Background: an optimization exercise with open tools, aiming at small area. Do not read the settings as production practice.
At most, simulation tests tie the RTL to the original design; equivalence was not proved.
No activity file was given, so power comes from the tool's default toggle rates.

==> flow/design.v <==
module qpst_rca #(
  parameter int W = 8
) (
  input  logic [W-1:0] a,
  input  logic [W-1:0] b,
  input  logic         ci,
  output logic [W-1:0] s,
  output logic         co
);
  logic [W:0] c;
  assign c[0] = ci;
  for (genvar i = 0; i < W; i++) begin : g_bit
    assign s[i]   = a[i] ^ b[i] ^ c[i];
    assign c[i+1] = (a[i] & b[i]) | (c[i] & (a[i] ^ b[i]));
  end
  assign co = c[W];
endmodule
module quadrature_position_speed_tracker (
  input  logic        clk,
  input  logic        rst,
  input  logic        sample_valid,
  output logic        sample_ready,
  input  logic [1:0]  sample_op,
  input  logic [15:0] sample_count,
  output logic        result_valid,
  input  logic        result_ready,
  output logic [31:0] result_total_count,
  output logic [15:0] result_delta_count,
  output logic        result_direction,
  output logic [31:0] result_shaft_rpm,
  output logic [31:0] result_shaft_rps,
  output logic [15:0] result_mech_angle,
  output logic [15:0] result_elec_angle,
  output logic [31:0] result_index_count,
  input  logic        cfg_valid,
  output logic        cfg_ready,
  input  logic [1:0]  cfg_index,
  input  logic [31:0] cfg_data
);
  logic [20:0] cpr;
  logic [7:0]  pp;
  logic [31:0] rpm_gain;
  logic [31:0] rps_gain;
  logic [31:0] total;
  logic [15:0] delta;
  logic        dir;
  logic [31:0] rpm;
  logic [31:0] rps;
  logic [31:0] index;
  logic [15:0] mech;    
  logic [20:0] rem;     
  logic        busy;
  logic [5:0]  cnt;
  logic        icy;     
  logic        mbq;     
  logic        tinc;    
  logic        tdec;    
  assign cfg_ready = !rst;
  assign result_total_count = total;
  assign result_delta_count = delta;
  assign result_direction   = dir;
  assign result_shaft_rpm   = rpm;
  assign result_shaft_rps   = rps;
  assign result_mech_angle  = mech;
  assign result_elec_angle  = rem[15:0];
  assign result_index_count = index;
  wire start = sample_valid && !busy && (!result_valid || result_ready);
  wire last  = busy && (cnt == 6'd55);
  assign sample_ready = last;
  wire op_speed = (sample_op == 2'd0);
  wire op_index = (sample_op == 2'd1);
  wire op_clear = (sample_op == 2'd2);
  wire op_pos   = (sample_op == 2'd3);
  wire upd = start;
  wire clr = rst || (upd && op_clear);
  wire [31:0] rst32 = {32{rst}};
  wire [31:0] wd_cpr = (cfg_data & ~rst32) | (32'd4096  & rst32);
  wire [31:0] wd_pp  = (cfg_data & ~rst32) | (32'd1     & rst32);
  wire [31:0] wd_rpm = (cfg_data & ~rst32) | (32'd96000 & rst32);
  wire [31:0] wd_rps = (cfg_data & ~rst32) | (32'd1600  & rst32);
  always_ff @(posedge clk) begin
    if (rst || (cfg_valid && cfg_index == 2'd0)) cpr      <= wd_cpr[20:0];
    if (rst || (cfg_valid && cfg_index == 2'd1)) pp       <= wd_pp[7:0];
    if (rst || (cfg_valid && cfg_index == 2'd2)) rpm_gain <= wd_rpm;
    if (rst || (cfg_valid && cfg_index == 2'd3)) rps_gain <= wd_rps;
  end
  wire [15:0] step;
  wire        nbor;
  qpst_rca #(16) u_step (.a(sample_count), .b(~total[15:0]), .ci(1'b1), .s(step), .co(nbor));
  wire        bor = !nbor;
  wire [15:0] thi;
  qpst_rca #(16) u_thi (.a(total[31:16]), .b({16{tdec}}), .ci(tinc), .s(thi), .co());
  wire        first = busy && (cnt == 6'd63);
  wire        mul_on = busy && op_speed && !cnt[5];
  wire [3:0]  mi     = cnt[3:0];
  wire        msel   = cnt[4];
  wire        mbit   = mbq;
  wire [5:0]  cnt_n  = cnt + 6'd1;
  always_ff @(posedge clk) mbq <= delta[cnt_n[3:0]];
  wire        mlast  = (mi == 4'd15);
  wire        mneg   = delta[15];
  wire [31:0] g      = msel ? rpm_gain : rps_gain;
  wire [31:0] mb     = mbit ? (mlast ? ~g : g) : 32'd0;
  wire        mcin   = (mbit && mlast) || (mneg ? (mi < 4'd7) : (mi == 4'd7));
  wire [31:0] msum;
  wire        mco;
  qpst_rca #(32) u_mul (.a({mech[7:0], rpm[31:8]}), .b(mb), .ci(mcin), .s(msum), .co(mco));
  wire        mtop   = (mbit && mlast) ? !mco : mco;
  wire [32:0] s      = {mtop, msum};
  wire [31:0] znext  = {s[24:0], rpm[7:1]};
  wire        fits   = (s[32:24] == 9'h000) || (s[32:24] == 9'h1FF);
  wire [31:0] mres   = (mlast && !fits) ? {s[32], {31{!s[32]}}} : znext;
  wire        tneg   = total[31];
  wire        frac   = (cnt[5:4] == 2'b10);
  wire        ephase = (cnt[5:4] == 2'b11);
  wire        dbit   = cnt[5] ? (tneg && !cnt[4]) : (total[~cnt[4:0]] ^ tneg);
  wire        ppbit  = pp[~cnt[2:0]];
  wire [21:0] dt     = {rem, dbit};
  wire [21:0] db     = ephase ? {6'd0, mech & {16{ppbit}}} : {1'b1, ~cpr};
  wire [21:0] dd;
  wire        ge;
  qpst_rca #(22) u_div (.a(dt), .b(db), .ci(!ephase), .s(dd), .co(ge));
  wire [20:0] rnext  = (ge || ephase) ? dd[20:0] : dt[20:0];
  wire        qbit   = (ge ^ tneg) && (cpr != 21'd0);
  always_ff @(posedge clk) begin
    if (busy && cnt[5] && (cnt[3:0] == 4'hF)) rem <= 21'd0;   
    else if (busy) rem <= rnext;
    if (upd) mech[7:0] <= 8'd0;
    else if (mul_on) mech[7:0] <= mlast ? 8'd0 : s[32:25];
    else if (busy && frac) mech <= {mech[14:0], qbit};
  end
  wire irot = busy && op_index && !cnt[5];
  always_ff @(posedge clk) begin
    if (clr) begin
      total <= 32'd0;
      delta <= 16'd0;
    end else if (upd) begin
      if (op_speed || op_pos) total[15:0] <= sample_count;
      if (op_speed) delta <= step;
    end else if (first) begin
      total[31:16] <= thi;
    end
    if (clr) index <= 32'd0;
    else if (irot) index <= {index[0] ^ icy, index[31:1]};
    if (upd) begin
      tinc <= (op_speed || op_pos) && bor && !step[15];
      tdec <= (op_speed || op_pos) && step[15] && !bor;
    end
    if (upd) icy <= 1'b1;
    else if (irot) icy <= icy & index[0];
    if (rst) dir <= 1'b0;
    else if (upd && op_speed) dir <= step[15];
    if (clr || (upd && op_speed) || (mul_on && mlast && !msel)) rpm <= 32'd0;
    else if (mul_on) rpm <= mres;
    if (clr) rps <= 32'd0;
    else if (mul_on && mlast && !msel) rps <= mres;
  end
  always_ff @(posedge clk) begin
    if (rst) begin
      busy         <= 1'b0;
      result_valid <= 1'b0;
    end else begin
      if (start) busy <= 1'b1;
      else if (last) busy <= 1'b0;
      if (last) result_valid <= 1'b1;
      else if (result_ready) result_valid <= 1'b0;
    end
    if (start) cnt <= 6'd63;
    else if (busy) cnt <= cnt_n;
  end
endmodule
Settings: LEC_CHECK=0, CAP_MARGIN=0, CORE_MARGIN=2, CORE_UTILIZATION=65, PLACE_DENSITY=0.75, SLEW_MARGIN=0; clock period 15.0 ns.
standard.sh (not shown) runs the stock make flow with config.mk's settings and CLKGATE_MAP_FILE= SYNTH_SCRIPT=/design/flow/synth_recipe.tcl, a recipe that flattens the netlist after the stock synthesis.
==> flow/flow/run.sh <==
#!/bin/bash
# The standard layout (standard.sh), with these changes:
#  - synthesis: synth_recipe.tcl unchanged except that abc maps the combinational logic with an
#    area-oriented script (flow/abc_area.script); the registers are untouched by abc;
#  - buf_1 port buffers;
#  - a clock tree of clkbuf_8 clusters of up to 16 sinks, without dummy loads.
set -euo pipefail
here=$(pwd)
sed "s#^source \$::env(SCRIPTS_DIR)/synth.tcl#source $here/flow/abc_override.tcl\nsource \$::env(SCRIPTS_DIR)/synth.tcl#" \
  synth_recipe.tcl > area_synth.tcl
export MY_ABC_SCRIPT="$here/flow/abc_area.script"
export BUFFER_PORTS_ARGS="-buffer_cell sky130_fd_sc_hd__buf_1"
export CTS_ARGS="-sink_clustering_enable -repair_clock_nets -buf_list sky130_fd_sc_hd__clkbuf_8 -sink_clustering_size 16 -sink_clustering_max_diameter 60 -dont_use_dummy_load"
bash standard.sh \
  "SYNTH_SCRIPT=$here/area_synth.tcl" \
  "BUFFER_PORTS_ARGS=$BUFFER_PORTS_ARGS" \
  "CTS_ARGS=$CTS_ARGS" \
  finish > standard.log 2>&1
==> flow/flow/abc_area.script <==
&get -n
&st
&dch
&nf -R 1000
&put
topo
dnsize -c
==> flow/flow/abc_override.tcl <==
# replace the abc script that synth.tcl hands to abc with $::env(MY_ABC_SCRIPT)

proc abc {args} {
  set out {}
  set skip 0
  foreach a $args {
    if {$skip} { lappend out $::env(MY_ABC_SCRIPT); set skip 0; continue }
    if {$a eq "-script"} { set skip 1 }
    lappend out $a
  }
  puts "abc override: $out"
  yosys abc {*}$out
}
==> next run, changes <==
--- a/flow/design.v
+++ b/flow/design.v
@@ -54,6 +54,4 @@
   logic        icy;     
   logic        mbq;     
-  logic        tinc;    
-  logic        tdec;    
   assign cfg_ready = !rst;
   assign result_total_count = total;
@@ -90,6 +88,6 @@
   wire        bor = !nbor;
   wire [15:0] thi;
-  qpst_rca #(16) u_thi (.a(total[31:16]), .b({16{tdec}}), .ci(tinc), .s(thi), .co());
-  wire        first = busy && (cnt == 6'd63);
+  qpst_rca #(16) u_thi (.a(total[31:16]), .b({16{step[15] & !bor}}), .ci(bor & !step[15]),
+                        .s(thi), .co());
   wire        mul_on = busy && op_speed && !cnt[5];
   wire [3:0]  mi     = cnt[3:0];
@@ -97,5 +95,5 @@
   wire        mbit   = mbq;
   wire [5:0]  cnt_n  = cnt + 6'd1;
-  always_ff @(posedge clk) mbq <= delta[cnt_n[3:0]];
+  always_ff @(posedge clk) mbq <= upd ? step[0] : delta[cnt_n[3:0]];
   wire        mlast  = (mi == 4'd15);
   wire        mneg   = delta[15];
@@ -124,5 +122,5 @@
   wire        qbit   = (ge ^ tneg) && (cpr != 21'd0);
   always_ff @(posedge clk) begin
-    if (busy && cnt[5] && (cnt[3:0] == 4'hF)) rem <= 21'd0;   
+    if (upd || (busy && cnt == 6'd47)) rem <= 21'd0;
     else if (busy) rem <= rnext;
     if (upd) mech[7:0] <= 8'd0;
@@ -136,15 +134,9 @@
       delta <= 16'd0;
     end else if (upd) begin
-      if (op_speed || op_pos) total[15:0] <= sample_count;
+      if (op_speed || op_pos) total <= {thi, sample_count};
       if (op_speed) delta <= step;
-    end else if (first) begin
-      total[31:16] <= thi;
     end
     if (clr) index <= 32'd0;
     else if (irot) index <= {index[0] ^ icy, index[31:1]};
-    if (upd) begin
-      tinc <= (op_speed || op_pos) && bor && !step[15];
-      tdec <= (op_speed || op_pos) && step[15] && !bor;
-    end
     if (upd) icy <= 1'b1;
     else if (irot) icy <= icy & index[0];
@@ -166,5 +158,5 @@
       else if (result_ready) result_valid <= 1'b0;
     end
-    if (start) cnt <= 6'd63;
+    if (start) cnt <= 6'd0;
     else if (busy) cnt <= cnt_n;
   end
Result: Die area drops by about 0.43%. Critical path depth drops by 3. Total power drops by about 34%. Clock-buffer cell count drops by 1. Worst hold slack gets better by 0.0066 ns. Global-route usage drops by 0.33 points. Area after synthesis drops by 0.44%. Sequential power drops by about 10%. Routed wire length drops by 0.79%. Sequential share of layout area drops by 0.67 points. Utilization climbs by 0.68 points.

* * *

quadrature_position_speed_tracker, a different RTL version from the one above (not shown whole).
==> module quadrature_position_speed_tracker, before the edit <==
module quadrature_position_speed_tracker (
  input  logic        clk,
  input  logic        rst,
  input  logic        sample_valid,
  output logic        sample_ready,
  input  logic [1:0]  sample_op,
  input  logic [15:0] sample_count,
  output logic        result_valid,
  input  logic        result_ready,
  output logic [31:0] result_total_count,
  output logic [15:0] result_delta_count,
  output logic        result_direction,
  output logic [31:0] result_shaft_rpm,
  output logic [31:0] result_shaft_rps,
  output logic [15:0] result_mech_angle,
  output logic [15:0] result_elec_angle,
  output logic [31:0] result_index_count,
  input  logic        cfg_valid,
  output logic        cfg_ready,
  input  logic [1:0]  cfg_index,
  input  logic [31:0] cfg_data
);
  logic [20:0] cpr_n;   
  logic [7:0]  pp;
  logic [31:0] rpm_gain;
  logic [31:0] rps_gain;
  logic [31:0] total;
  logic [15:0] delta;
  logic        dir;
  logic [31:0] rpm;
  logic [31:0] rps;
  logic [31:0] index;
  logic [15:0] mech;    
  logic [20:0] rem;     
  logic        busy;
  logic [5:0]  cnt;
  logic        mbq;     
  logic        tchg;    
  assign cfg_ready = !rst;
  assign result_total_count = total;
  assign result_delta_count = delta;
  assign result_direction   = dir;
  assign result_shaft_rpm   = rpm;
  assign result_shaft_rps   = rps;
  assign result_mech_angle  = mech;
  assign result_elec_angle  = rem[15:0];
  assign result_index_count = index;
  wire start = sample_valid && !busy && (!result_valid || result_ready);
  wire last  = busy && (cnt == 6'd55);
  assign sample_ready = last;
  wire op_speed = (sample_op == 2'd0);
  wire op_index = (sample_op == 2'd1);
  wire op_clear = (sample_op == 2'd2);
  wire op_pos   = (sample_op == 2'd3);
  wire upd = start;
  wire clr = rst || (upd && op_clear);
  wire [31:0] rst32 = {32{rst}};
  wire [31:0] wd_cpr = ~((cfg_data & ~rst32) | (32'd4096  & rst32));
  wire [31:0] wd_pp  = (cfg_data & ~rst32) | (32'd1     & rst32);
  wire [31:0] wd_rpm = (cfg_data & ~rst32) | (32'd96000 & rst32);
  wire [31:0] wd_rps = (cfg_data & ~rst32) | (32'd1600  & rst32);
  always_ff @(posedge clk) begin
    if (rst || (cfg_valid && cfg_index == 2'd0)) cpr_n    <= wd_cpr[20:0];
    if (rst || (cfg_valid && cfg_index == 2'd1)) pp       <= wd_pp[7:0];
    if (rst || (cfg_valid && cfg_index == 2'd2)) rpm_gain <= wd_rpm;
    if (rst || (cfg_valid && cfg_index == 2'd3)) rps_gain <= wd_rps;
  end
  wire        sstep = busy && (cnt == 6'd62);
  wire        first = busy && (cnt == 6'd63);
  wire [15:0] step;    
  wire        bor;
  wire        tdec  = (op_speed || op_pos) && step[15] && !bor;
  wire        mul_on = busy && op_speed && !cnt[5];
  wire [3:0]  mi     = cnt[3:0];
  wire        msel   = cnt[4];
  wire        mbit   = mbq;
  wire [5:0]  cnt_n  = cnt + 6'd1;
  always_ff @(posedge clk) mbq <= delta[cnt_n[3:0]];
  wire        mlast  = (mi == 4'd15);
  wire        mneg   = delta[15];
  wire [31:0] g      = msel ? rpm_gain : rps_gain;
  wire [31:0] mb     = mbit ? (mlast ? ~g : g) : 32'd0;
  wire        mcin   = (mbit && mlast) || (mneg ? (mi < 4'd7) : (mi == 4'd7));
  wire [31:0] msum;
  wire        mco;
  qpst_rca #(32) u_mul (.a({mech[7:0], rpm[31:8]}), .b(mb), .ci(mcin), .s(msum), .co(mco));
  wire        mtop   = (mbit && mlast) ? !mco : mco;
  wire [32:0] s      = {mtop, msum};
  wire [31:0] znext  = {s[24:0], rpm[7:1]};
  wire        fits   = (s[32:24] == 9'h000) || (s[32:24] == 9'h1FF);
  wire [31:0] mres   = (mlast && !fits) ? {s[32], {31{!s[32]}}} : znext;
  wire        tneg   = total[31];
  wire        frac   = (cnt[5:4] == 2'b10);
  wire        ephase = (cnt[5:4] == 2'b11);
  wire        dbit   = cnt[5] ? (cnt[4] ? (cnt[3] && (cnt[0] ? tchg : sample_count[0])) : tneg)
                              : (total[~cnt[4:0]] ^ tneg);
  wire        ppbit  = pp[~cnt[2:0]];
  wire [21:0] dt     = {rem, dbit};
  wire [21:0] db     = !ephase ? {1'b1, cpr_n} :
                       sstep   ? {6'h3F, ~total[15:0]} :
                                 {6'd0, first ? total[31:16] : (mech & {16{ppbit}})};
  wire [21:0] dd;
  wire        ge;
  qpst_rca #(22) u_div (.a(dt), .b(db), .ci(!ephase || sstep), .s(dd), .co(ge));
  assign step = dd[15:0];
  assign bor  = dd[16];
  wire [20:0] rnext  = (ge || ephase) ? dd[20:0] : dt[20:0];
  wire        qbit   = (ge ^ tneg) && (cpr_n != 21'h1FFFFF);
  always_ff @(posedge clk) begin
    if (busy && cnt[5] && (cnt[3:0] == 4'hF)) rem <= 21'd0;   
    else if (sstep) rem <= {21{tdec}};
    else if (busy) rem <= rnext;
    else if (upd) rem <= {6'd0, sample_count[15:1]};
    if (upd) mech[7:0] <= 8'd0;
    else if (mul_on) mech[7:0] <= mlast ? 8'd0 : s[32:25];
    else if (busy && frac) mech <= {mech[14:0], qbit};
  end
  wire irot = busy && op_index && !cnt[5];
  always_ff @(posedge clk) begin
    if (clr) begin
      total <= 32'd0;
      delta <= 16'd0;
    end else if (sstep) begin
      if (op_speed || op_pos) total[15:0] <= sample_count;
      if (op_speed) delta <= step;
    end else if (first) begin
      total[31:16] <= dd[15:0];
    end
    if (clr) index <= 32'd0;
    else if (irot) index <= {index[0] ^ tchg, index[31:1]};
    if (sstep) tchg <= (op_speed || op_pos) && (step[15] ^ bor);
    else if (first) tchg <= 1'b1;
    else if (irot) tchg <= tchg & index[0];
    if (rst) dir <= 1'b0;
    else if (sstep && op_speed) dir <= step[15];
    if (clr || (upd && op_speed) || (mul_on && mlast && !msel)) rpm <= 32'd0;
    else if (mul_on) rpm <= mres;
    if (clr) rps <= 32'd0;
    else if (mul_on && mlast && !msel) rps <= mres;
  end
  always_ff @(posedge clk) begin
    if (rst) begin
      busy         <= 1'b0;
      result_valid <= 1'b0;
    end else begin
      if (start) busy <= 1'b1;
      else if (last) busy <= 1'b0;
      if (last) result_valid <= 1'b1;
      else if (result_ready) result_valid <= 1'b0;
    end
    if (start) cnt <= 6'd62;
    else if (busy) cnt <= cnt_n;
  end
endmodule
==> flow/config.mk <==
export PLATFORM = sky130hd
export DESIGN_NAME = quadrature_position_speed_tracker
export DESIGN_NICKNAME = quadrature_position_speed_tracker
export VERILOG_FILES = /design/flow/design.v
export SDC_FILE = /design/flow/constraint.sdc
export NUM_CORES = 4
export LEC_CHECK = 0
export CAP_MARGIN = 0
export CORE_MARGIN = 2
export CORE_UTILIZATION = 65
export PLACE_DENSITY = 0.9
export SLEW_MARGIN = 0
==> flow/constraint.sdc <==
create_clock -name core_clock -period 15.0 [get_ports {clk}]
set_input_delay 3.0000 -clock core_clock [delete_from_list [all_inputs] [get_ports {clk}]]
set_output_delay 3.0000 -clock core_clock [all_outputs]
set_load 0.01 [all_outputs]
Scripts as last shown in full above: flow/flow/run.sh, flow/flow/abc_area.script, flow/flow/abc_override.tcl
The baseline finished with timing, DRC and antenna clean.
==> next run, changes <==
--- a/flow/design.v
+++ b/flow/design.v
@@ -49,10 +49,11 @@
   logic [31:0] index;
   logic [15:0] mech;    
   logic [20:0] rem;     
   logic        busy;
   logic [5:0]  cnt;
+  logic        icy;     
   logic        mbq;     
   logic        tchg;    
   assign cfg_ready = !rst;
   assign result_total_count = total;
   assign result_delta_count = delta;
@@ -142,14 +143,14 @@
       if (op_speed) delta <= step;
     end else if (first) begin
       total[31:16] <= dd[15:0];
     end
     if (clr) index <= 32'd0;
-    else if (irot) index <= {index[0] ^ tchg, index[31:1]};
+    else if (irot) index <= {index[0] ^ icy, index[31:1]};
     if (sstep) tchg <= (op_speed || op_pos) && (step[15] ^ bor);
-    else if (first) tchg <= 1'b1;
-    else if (irot) tchg <= tchg & index[0];
+    if (upd) icy <= 1'b1;
+    else if (irot) icy <= icy & index[0];
     if (rst) dir <= 1'b0;
     else if (sstep && op_speed) dir <= step[15];
     if (clr || (upd && op_speed) || (mul_on && mlast && !msel)) rpm <= 32'd0;
     else if (mul_on) rpm <= mres;
     if (clr) rps <= 32'd0;
The new run passed the timing, DRC and antenna checks.
Setup slack is better by 0.11 ns.
Die area is about the same.
Clock-buffer cell count stays the same.
Global-route usage falls by 0.17 points.
Final area falls by 0.35%.
Sequential cell count rises by 1.
Utilization falls by 0.51 points.
Via count stays flat.
Clock skew rises by 0.019 ns.
Routed wire length falls by 0.74%.
Power falls by 4.2%.
Critical path depth falls by 1.
Final cell count hardly moves.
Function not checked in the first run of this note: the RTL went through the layout flow alone.

==> what the ideal ports hide <==
Ports are ideal in the flow. The routed layouts listed here were re-timed in OpenROAD. Step 1: set_driving_cell puts a clkbuf_16 on clk and a buf_2 on each other input, an assumption about the parent block. Step 2, shift: input delay + t, output delay - t, t = (earliest + latest rising clock arrival at the registers) / 2. This alone moves slack from input paths to output paths. a / b / c = ideal ports / drivers / drivers and shift; a / b = the first two.
| run | shift t [ns] | setup slack, ns | clock arrival spread, ns |
|---|---|---|---|
| the first run of note 1 | 0.579 | 0.612 / 0.612 / 0.612 | 0.044 / 0.044 |
| the second run of note 1 | 0.579 | 0.356 / 0.370 / -0.209 | 0.037 / 0.037 |
| the first run of note 2 | 0.590 | 0.379 / 0.379 / 0.379 | 0.024 / 0.024 |
| the second run of note 2 | 0.573 | 0.488 / 0.488 / 0.488 | 0.042 / 0.042 |
Met with ideal ports but missed after step 2: setup timing in the second run of note 1. For the second run of note 1, which loses most, drivers alone change the setup slack by +0.014 ns; drivers and shift together by -0.565 ns.
